What follows belongs to an exercise in optimizing a design on an open flow for small area, a short achievable clock period and few clock cycles per item; a production flow would make more cautious choices.
Function was checked by simulation only, so behaviour that the tests miss may differ from the original.
Power figures rest on the tool's default switching activity, not on a simulated workload.

v20:
==> flow/design.v <==
`timescale 1ns / 1ps
`default_nettype none
package akmt_pkg;
    localparam int CMD_W        = 3;
    localparam int KEY_FIELD_W  = 56;
    localparam int SLOT_FIELD_W = 5;
    localparam int STATUS_W     = 2;
    localparam int S_TDATA_W    = 64;
    localparam int M_TDATA_W    = 64;
    localparam int M_PAD_W      = M_TDATA_W - 1 - STATUS_W - 1 - KEY_FIELD_W;
    localparam int DEF_SLOTS    = 16;
    localparam int DEF_KEY_BITS = 56;
    typedef enum logic [CMD_W-1:0] {
        CMD_SET_MASTER   = 3'd0,
        CMD_ADD          = 3'd1,
        CMD_CHECK        = 3'd2,
        CMD_CHECK_MASTER = 3'd3,
        CMD_REMOVE       = 3'd4,
        CMD_READ_SLOT    = 3'd5
    } t_cmd;
    typedef enum logic [STATUS_W-1:0] {
        ST_OK    = 2'd0,
        ST_FULL  = 2'd1,
        ST_RANGE = 2'd2
    } t_status;
    typedef struct packed {
        logic [M_PAD_W-1:0]     pad;
        logic [KEY_FIELD_W-1:0] entry_key;
        logic                   entry_valid;
        t_status                status;
        logic                   granted;
    } t_mres;
    typedef enum logic [2:0] {
        C_JUMP,
        C_DISPATCH,
        C_EMPTY_OR_LAST,
        C_LAST,
        C_OUT_FREE
    } t_cond;
    typedef logic [3:0] t_upc;
    localparam t_upc U_IDLE = 4'd0;
    localparam t_upc U_SETM = 4'd1;
    localparam t_upc U_ADD  = 4'd2;
    localparam t_upc U_CHK  = 4'd3;
    localparam t_upc U_REM  = 4'd4;
    localparam t_upc U_MST  = 4'd5;
    localparam t_upc U_RDS  = 4'd6;
    localparam t_upc U_TAIL = 4'd7;
    localparam t_upc U_DONE = 4'd8;
    typedef struct packed {
        logic  in_rdy;
        logic  rd;
        logic  cmp;
        logic  clr;
        logic  cap;
        logic  wr;
        logic  add;
        logic  oor_chk;
        logic  idx_inc;
        logic  done;
        t_cond cond;
        t_upc  target;
    } t_ctrl;
    typedef struct packed {
        logic accept;
        logic empty;
        logic last;
        logic out_free;
    } t_flags;
endpackage
`default_nettype wire
`timescale 1ns / 1ps
`default_nettype none
module access_key_match_table
(
    input  logic        i_clk,
    input  logic        i_rst_n,
    input  logic        i_s_axis_tvalid,
    output logic        o_s_axis_tready,
    input  logic [63:0] i_s_axis_tdata,    
    input  logic [2:0]  i_s_axis_tuser,    
    output logic        o_m_axis_tvalid,
    input  logic        i_m_axis_tready,
    output logic [63:0] o_m_axis_tdata     
);
    localparam int SLOTS = 16;
    localparam int KW    = 56;
    logic [KW-1:0] w_key;
    logic [3:0]    w_slot;
    logic          w_oor;
    logic          w_setm;
    logic          w_add;
    logic          w_chk;
    logic          w_mst;
    logic          w_rem;
    logic          w_rds;
    assign w_key  = i_s_axis_tdata[KW-1:0];
    assign w_slot = i_s_axis_tdata[59:56];
    assign w_oor  = i_s_axis_tdata[60];
    assign w_setm = (i_s_axis_tuser == 3'd0);
    assign w_add  = (i_s_axis_tuser == 3'd1);
    assign w_chk  = (i_s_axis_tuser == 3'd2);
    assign w_mst  = (i_s_axis_tuser == 3'd3);
    assign w_rem  = (i_s_axis_tuser == 3'd4);
    assign w_rds  = (i_s_axis_tuser == 3'd5);
    logic                  r_b_valid;
    logic [3:0][SLOTS-1:0] r_b_eq;      
    logic [SLOTS-1:0]      r_b_sel;     
    logic                  r_b_range;   
    logic                  r_b_add;
    logic                  r_b_cmp;     
    logic                  r_b_mst;
    logic                  r_b_rem;
    logic                  r_b_setm;
    logic          r_o_valid;
    logic          r_o_granted;
    logic [1:0]    r_o_status;
    logic          r_o_evalid;
    logic [KW-1:0] r_o_ekey;
    logic [KW-1:0]    r_mem [SLOTS];
    logic [SLOTS-1:0] r_valid;
    logic [SLOTS-1:0] w_valid_x;   
    logic [SLOTS-1:0] w_valid_n;   
    logic [SLOTS-1:0] w_valid_r;   
    logic r_rst_n;      
    logic r_ok;         
    logic w_acc;
    logic w_exec;
    logic w_b_valid_n;
    logic w_o_valid_n;
    assign w_exec          = r_b_valid && (!r_o_valid || i_m_axis_tready);
    assign o_s_axis_tready = i_rst_n && (r_ok || i_m_axis_tready);
    assign w_acc           = i_s_axis_tvalid && o_s_axis_tready;
    assign w_b_valid_n = w_acc || (r_rst_n && r_b_valid && !w_exec);
    assign w_o_valid_n = i_rst_n && r_rst_n && (w_exec || (r_o_valid && !i_m_axis_tready));
    always_ff @(posedge i_clk) begin
        r_rst_n   <= i_rst_n;
        r_ok      <= !(w_b_valid_n && w_o_valid_n);
        r_b_valid <= w_b_valid_n;
        r_o_valid <= w_o_valid_n;
    end
    logic [3:0][SLOTS-1:0] w_eq;
    always_comb begin
        for (int q = 0; q < 4; q++) begin
            for (int j = 0; j < SLOTS; j++) begin
                w_eq[q][j] = (r_mem[j][14*q +: 14] == w_key[14*q +: 14]);
            end
        end
    end
    always_ff @(posedge i_clk) begin
        if (w_acc) begin
            r_b_eq <= w_eq;
            for (int j = 0; j < SLOTS; j++) begin
                r_b_sel[j] <= w_rds && !w_oor && (w_slot == 4'(j)) && w_valid_r[j];
            end
            r_b_range <= w_rds && w_oor;
            r_b_add   <= w_add;
            r_b_cmp   <= w_chk || w_rem;
            r_b_mst   <= w_mst;
            r_b_rem   <= w_rem;
            r_b_setm  <= w_setm;
        end
    end
    logic [SLOTS-1:0] w_match;
    logic [SLOTS-1:0] w_free_first;
    logic [SLOTS-1:0] w_set;
    logic [SLOTS-1:0] w_wr;
    logic             w_full;
    logic [KW-1:0]    w_rkey;
    logic             w_granted;
    logic [1:0]       w_status;
    logic             w_evalid;
    assign w_match      = r_valid & r_b_eq[0] & r_b_eq[1] & r_b_eq[2] & r_b_eq[3];
    assign w_full       = &r_valid;
    assign w_free_first = ~r_valid & (r_valid + 1'b1);
    assign w_set        = ({SLOTS{r_b_add}} & w_free_first) |
                          {{(SLOTS-1){1'b0}}, r_b_setm};
    assign w_valid_x    = r_b_valid ? ((r_valid & ~({SLOTS{r_b_rem}} & w_match)) | w_set)
                                    : r_valid;
    assign w_valid_n    = w_exec ? w_valid_x : r_valid;
    assign w_valid_r    = r_rst_n ? w_valid_n : '0;
    always_comb begin
        w_rkey = '0;
        for (int j = 0; j < SLOTS; j++) begin
            w_rkey = w_rkey | ({KW{r_b_sel[j]}} & r_mem[j]);
        end
    end
    assign w_granted = (r_b_cmp && (|w_match)) || (r_b_mst && w_match[0]);
    assign w_status  = {r_b_range, r_b_add && w_full};
    assign w_evalid  = |r_b_sel;
    always_comb begin
        for (int j = 0; j < SLOTS; j++) begin
            w_wr[j] = w_acc && ((w_add && !w_valid_r[j]) || (w_setm && j == 0));
        end
    end
    always_ff @(posedge i_clk) begin
        for (int j = 0; j < SLOTS; j++) begin
            if (w_wr[j]) begin
                r_mem[j] <= w_key;
            end
        end
    end
    always_ff @(posedge i_clk) begin
        r_valid <= w_valid_r;
    end
    always_ff @(posedge i_clk) begin
        if (w_exec) begin
            r_o_granted <= w_granted;
            r_o_status  <= w_status;
            r_o_evalid  <= w_evalid;
            r_o_ekey    <= w_rkey;
        end
    end
    assign o_m_axis_tvalid = r_o_valid;
    assign o_m_axis_tdata  = {4'b0000, r_o_ekey, r_o_evalid, r_o_status, r_o_granted};
endmodule
`default_nettype wire
clock: 5.0 ns
lec_check: 0
cap_margin: 20
core_margin: 2
core_utilization: 70
cts_cluster_diameter: 100
cts_cluster_size: 24
place_density: 0.8
setup_slack_margin: 2.7
slew_margin: 20
standard.sh (not shown) runs the stock make flow with config.mk's settings and CLKGATE_MAP_FILE= SYNTH_SCRIPT=/design/flow/synth_recipe.tcl, a recipe that flattens the netlist after the stock synthesis.
==> flow/flow/run.sh <==
#!/bin/bash
# The standard layout (standard.sh, standard synthesis included), with one
# change: the buffers that global placement puts on every input and output port
# are a plain buffer cell (buf_2) instead of the delay cell buffer_ports picks
# by default. Every port still gets its buffer; the resizer may size it later.
set -euo pipefail
export BUFFER_PORTS_ARGS="-buffer_cell sky130_fd_sc_hd__buf_2"
bash standard.sh "BUFFER_PORTS_ARGS=-buffer_cell sky130_fd_sc_hd__buf_2" finish > standard.log 2>&1
v20: all stages complete, timing, DRC and antenna checks passed
Testbench counts of v20, summed over its fixed seeds: cycles 8,016, items 8,000.
The following lists how v14 was set up differently from v20:
Settings: SETUP_SLACK_MARGIN: 2.7 -> 2.8.
--- outcome ---
The critical path buffer and inverter count in v14 sits 1 above the value recorded for v20. The critical path's largest stage delay reported for v14 is smaller than that of v20 by 430 ps. | total power of the final layout | v20 vs v14 | ≈ equal |.

afterwards: timing with drivers on the ports:
Ports are ideal in the flow. The routed layouts listed here were re-timed in OpenROAD. Step 1 assumes that a clkbuf_16 drives the clock port and a buf_2 every other input. Step 2 adds t to the input delays and takes it off the output delays; t is the mean of the earliest and latest rising clock arrival at the registers after step 1. Input paths then give back, and output paths get back, about the clock's delay inside the block. Three values: ideal, step 1, step 2; two values: the first two.
run | t (ns) | setup WS [ns] | slew at the worst register clock pin (ns)
v20 | 0.708 | 2.569 / 2.547 / 1.885 | 0.11 / 0.11
v14 | 0.717 | 2.602 / 2.553 / 1.924 | 0.11 / 0.11
After both steps setup and hold are still met in every run listed. For v20, which loses most, drivers alone change the setup slack by -0.022 ns; drivers and shift together by -0.684 ns.
